This is an optimization exercise on Yosys and OpenROAD, whose aim is small area, a short achievable clock period and few clock cycles per item, not a production implementation.
In this exercise RTL edits were held to simulation tests only and were not proved equivalent to the original.
Power is estimated from default activity; no workload was simulated.

Setup of maple:
==> flow/design.v (excerpt) <==
module gray_quantizer_with_dither
(
  input  wire logic              clk,
  input  wire logic              rst_n,
  input  wire logic              in_valid,
  output logic                   in_ready,
  input  wire logic [23:0]       in_data,
  output logic                   out_valid,
  input  wire logic              out_ready,
  output logic [8:0]             out_data,
  input  wire logic              psel,
  input  wire logic              penable,
  input  wire logic              pwrite,
  input  wire logic [gqd_pkg::ADDR_W-1:0] paddr,
  input  wire logic [gqd_pkg::DATA_W-1:0] pwdata,
  output logic [gqd_pkg::DATA_W-1:0]      prdata,
  output logic                   pready
);
==> flow/config.mk <==
export PLATFORM = sky130hd
export DESIGN_NAME = gray_quantizer_with_dither
export DESIGN_NICKNAME = gray_quantizer_with_dither
export VERILOG_FILES = /design/flow/design.v
export SDC_FILE = /design/flow/constraint.sdc
export NUM_CORES = 4
export LEC_CHECK = 0
export ABC_AREA = 1
export CAP_MARGIN = 20
export CORE_MARGIN = 2
export CORE_UTILIZATION = 45
export CTS_BUF_LIST = sky130_fd_sc_hd__clkbuf_4 sky130_fd_sc_hd__clkbuf_8
export CTS_CLUSTER_SIZE = 40
export SETUP_SLACK_MARGIN = 3.8
export SLEW_MARGIN = 20
==> flow/constraint.sdc <==
create_clock -name core_clock -period 8.0 [get_ports {clk}]
set_input_delay 1.6000 -clock core_clock [delete_from_list [all_inputs] [get_ports {clk}]]
set_output_delay 1.6000 -clock core_clock [all_outputs]
set_load 0.01 [all_outputs]
standard.sh (not shown) runs the stock make flow with config.mk's settings and CLKGATE_MAP_FILE= SYNTH_SCRIPT=/design/flow/synth_recipe.tcl, a recipe that flattens the netlist after the stock synthesis.
==> flow/flow/run.sh <==
#!/bin/bash
# The standard layout (the standard.sh: ORFS synthesis to final layout) with two
# changes: Yosys's synth runs without its intermediate ABC pass (-noabc), so that the
# full-adder extraction sees the adders as written and the final ABC mapping does all
# technology mapping; and the ports are buffered by buf_1 cells.
export SYNTH_ARGS="-noabc"
export BUFFER_PORTS_ARGS="-buffer_cell sky130_fd_sc_hd__buf_1"
bash standard.sh > standard_flow.log 2>&1
maple: all stages complete, timing, DRC and antenna checks passed
Testbench counts of maple, summed over its fixed seeds: cycles 131,552, pixels 131,072.
The inputs of xenon differ from those of maple as listed below.
- a deleted ABC_AREA that had been 1
--- outcome ---
The final non-filler cell total reported for xenon is smaller than that of maple by 14%.
Worst max-slew margin expressed relative to the limit in xenon is 11 points below maple.
The global-route wire length before repair reported for xenon is smaller than that of maple by about 2.7%.
Changes in willow relative to xenon:
- changing SETUP_SLACK_MARGIN from 3.8 to 4.0
- setting ABC_AREA to 1 for the first time
==> flow/flow/run.sh <==
#!/bin/bash
# The standard layout (the standard.sh: ORFS synthesis to final layout), with the
# ports buffered by buf_1 cells instead of the resizer's default choice.
export BUFFER_PORTS_ARGS="-buffer_cell sky130_fd_sc_hd__buf_1"
bash standard.sh > standard_flow.log 2>&1
Findings:
willow packs its core looser than xenon. Of the two values seen for slowest library cell on the worst path, sky130_fd_sc_hd__fa_1 was produced by willow and sky130_fd_sc_hd__or4_4 by xenon. willow vs. xenon: net switching share of the total power grew by 9.6 points; area after synthesis higher.

run 1:
Starting RTL as in the previous note.
Settings: LEC_CHECK=0, ABC_AREA=1, CAP_MARGIN=20, CORE_MARGIN=2, CORE_UTILIZATION=45, CTS_BUF_LIST=sky130_fd_sc_hd__clkbuf_4 sky130_fd_sc_hd__clkbuf_8, CTS_CLUSTER_SIZE=40, SETUP_SLACK_MARGIN=3.8, SLEW_MARGIN=20; clock period 8.0 ns.
run.sh (not shown) runs the stock make flow with config.mk's settings and CLKGATE_MAP_FILE= SYNTH_SCRIPT=/design/flow/synth_recipe.tcl, a recipe that flattens the netlist after the stock synthesis.
Stock flow here: none of the scripts above is used.
Testbench counts of run 1, summed over its fixed seeds: cycles 131,552, pixels 131,072.
The inputs of run 2 differ from those of run 1 as listed below.
==> flow/flow/run.sh (new file) <==
#!/bin/bash
# The standard layout (the standard.sh: ORFS synthesis to final layout), with the
# ports buffered by buf_1 cells instead of the resizer's default choice.
export BUFFER_PORTS_ARGS="-buffer_cell sky130_fd_sc_hd__buf_1"
bash standard.sh > standard_flow.log 2>&1
==> flow/standard.sh (new file) <==
#!/bin/bash
# synth_recipe.tcl (not shown) runs the flow's synth.tcl, then flattens the netlist and writes it again
# the make line also repeats each setting of config.mk as NAME=value (left out here)
make -C /OpenROAD-flow-scripts/flow DESIGN_CONFIG=/design/flow/config.mk WORK_HOME=/design/flow/orfs CLKGATE_MAP_FILE= SYNTH_SCRIPT=/design/flow/synth_recipe.tcl "${@:-finish}"
-- flow/config.mk --
<<< run 1, line 11
export CORE_UTILIZATION = 45
>>> run 2, line 11
export CORE_UTILIZATION = 50
<<< run 1, line 13
export CTS_CLUSTER_SIZE = 40
>>> run 2, line 13
export CTS_CLUSTER_SIZE = 30
removed: flow/run.sh
### Flow results
Run 2: flow completed, timing, DRC and antenna clean. Of run 1 and run 2, run 1 shows the lower maximum number of pins on one net before global-route repair, with run 2 above it. In run 2, the endpoint arrival time on the critical path came out 0.03 ns above the value in run 1. Comparing run 1 and run 2, the lower cell count was measured on run 2. The standard cells in run 2 occupy less silicon area than those in run 1 do. Per the comparison of run 2 with run 1, final wirelength shrank by 4.1%, net switching power went down by 3.9%, via count shows no meaningful change, total power consumption of the routed design now sits lower.
Setup changes, run 2 to run 3
-- flow/config.mk --
<<< run 2, line 11
export CORE_UTILIZATION = 50
>>> run 3, line 11
export CORE_UTILIZATION = 45
<<< run 2, line 13
export CTS_CLUSTER_SIZE = 30
>>> run 3, line 13
export CTS_CLUSTER_SIZE = 40
Findings:
Diff run 2 -> run 3: count of buffers added by post-CTS timing repair for setup rose 1; number of global-route vias before repair rose 48; power per cell area about even; power consumption rose 0.000028 W; global-route wire length before repair rose about 3%. Compared with run 2, in run 3 leakage component of the power comparable; final worst-path cycle share now smaller. Register share of total power (lower): run 2.

gray_quantizer_with_dither, a different RTL version from the one above (not shown whole).
For scale: roughly 1800 cells after synthesis, roughly 180 flip-flops, roughly 110 I/O pins.
## gray_quantizer_with_dither
module gray_quantizer_with_dither
(
  input  wire logic              clk,
  input  wire logic              rst_n,
  input  wire logic              in_valid,
  output logic                   in_ready,
  input  wire logic [23:0]       in_data,
  output logic                   out_valid,
  input  wire logic              out_ready,
  output logic [8:0]             out_data,
  input  wire logic              psel,
  input  wire logic              penable,
  input  wire logic              pwrite,
  input  wire logic [gqd_pkg::ADDR_W-1:0] paddr,
  input  wire logic [gqd_pkg::DATA_W-1:0] pwdata,
  output logic [gqd_pkg::DATA_W-1:0]      prdata,
  output logic                   pready
);
export LEC_CHECK = 0
export ABC_AREA = 1
export CAP_MARGIN = 20
export CORE_MARGIN = 2
export CORE_UTILIZATION = 45
export CTS_BUF_LIST = sky130_fd_sc_hd__clkbuf_4 sky130_fd_sc_hd__clkbuf_8
export CTS_CLUSTER_SIZE = 40
export SETUP_SLACK_MARGIN = 3.8
export SLEW_MARGIN = 20
create_clock -name core_clock -period 8.0 [get_ports {clk}]
standard.sh (not shown) runs the stock make flow with config.mk's settings and CLKGATE_MAP_FILE= SYNTH_SCRIPT=/design/flow/synth_recipe.tcl, a recipe that flattens the netlist after the stock synthesis.
==> flow/flow/run.sh <==
#!/bin/bash
# The standard layout (the standard.sh: ORFS synthesis to final layout), with the
# ports buffered by buf_1 cells instead of the resizer's default choice.
export BUFFER_PORTS_ARGS="-buffer_cell sky130_fd_sc_hd__buf_1"
export RECOVER_POWER=100
bash standard.sh > standard_flow.log 2>&1
The baseline finished but fails on max-capacitance violations, max-slew violations.
Testbench counts at the start, summed over its fixed seeds: cycles 131,552, pixels 131,072.
Change:
--- a/flow/flow/run.sh
+++ b/flow/flow/run.sh
@@ -3,4 +3,3 @@
 # ports buffered by buf_1 cells instead of the resizer's default choice.
 export BUFFER_PORTS_ARGS="-buffer_cell sky130_fd_sc_hd__buf_1"
-export RECOVER_POWER=100
 bash standard.sh > standard_flow.log 2>&1
The new run produced a clean layout.
Combinational power is higher by about 3%.
Clock power barely changes.
Cell area rises by 1.2%.
Total power rose by 1.5%.
Cell count does not change.
Setup slack improves by 1300 ps.
Utilization rose by 0.62 points.
Change:
--- a/flow/flow/run.sh
+++ b/flow/flow/run.sh
@@ -3,3 +3,4 @@
 # ports buffered by buf_1 cells instead of the resizer's default choice.
 export BUFFER_PORTS_ARGS="-buffer_cell sky130_fd_sc_hd__buf_1"
+export RECOVER_POWER=30
 bash standard.sh > standard_flow.log 2>&1
This time the run finished but fails on max-capacitance violations, max-slew violations.
Count of clock-buffer cells in the layout stays the same.
Worst setup slack got worse by 560 ps.
Area after synthesis stays the same.
Utilization goes down by 0.12 points.
Change:
--- a/flow/flow/run.sh
+++ b/flow/flow/run.sh
@@ -3,4 +3,3 @@
 # ports buffered by buf_1 cells instead of the resizer's default choice.
 export BUFFER_PORTS_ARGS="-buffer_cell sky130_fd_sc_hd__buf_1"
-export RECOVER_POWER=30
 bash standard.sh > standard_flow.log 2>&1
Settings changed: ABC_AREA 1 to default, ABC_CLOCK_PERIOD_IN_PS from default to 4000.
Outcome:
- The changed run completed with no timing, DRC or antenna violations
- core utilization went up by 1.8 points
- critical path depth went up by 16
- sequential cell count stays the same
- routed wire length fell by about 2.5%
- worst setup slack improved by 410 ps

[static timing again, ports no longer ideal]
How much do the figures lean on ideal ports? The routed layouts below were timed once more, with nothing changed but the port constraints. Step 1 assumes that a clkbuf_16 drives the clock port and a buf_2 every other input. Step 2 moves the port delays by t, midway between the first and last clock arrival at a register: inputs arrive t later, outputs are due t later. That takes back most of the time a late clock gives input paths. a / b / c = ideal / step 1 / step 2; a / b = the first two.
| run | shift t [ns] | setup WS [ns] | worst setup path at the end | clock arrival spread, ns | worst slew at a driven data input, ns |
|---|---|---|---|---|---|
| maple | 0.502 | 3.841 / 3.841 / 3.841 | register to register | 0.030 / 0.030 | 0.03 |
| xenon | 0.512 | 3.199 / 3.199 / 3.199 | register to register | 0.023 / 0.023 | 0.04 |
| willow | 0.515 | 3.926 / 3.926 / 3.926 | register to register | 0.026 / 0.026 | 0.06 |
| run 1 | 0.515 | 3.844 / 3.817 / 3.817 | input to output | 0.025 / 0.024 | 0.04 |
| run 2 | 0.497 | 3.813 / 3.774 / 3.774 | input to output | 0.024 / 0.024 | 0.05 |
| run 3 | 0.514 | 3.890 / 3.848 / 3.848 | input to output | 0.027 / 0.027 | 0.07 |
| the first run of note 3 | 0.526 | 2.510 / 2.510 / 2.510 | register to register | 0.025 / 0.025 | 0.04 |
| the second run of note 3 | 0.521 | 3.827 / 3.799 / 3.799 | input to output | 0.023 / 0.024 | 0.04 |
| the third run of note 3 | 0.522 | 3.263 / 3.263 / 3.263 | register to register | 0.022 / 0.022 | 0.04 |
| the fourth run of note 3 | 0.505 | 3.674 / 3.674 / 3.674 | register to register | 0.028 / 0.028 | 0.04 |
For run 3, which loses most, drivers alone change the setup slack by -0.042 ns; drivers and shift together by -0.042 ns.
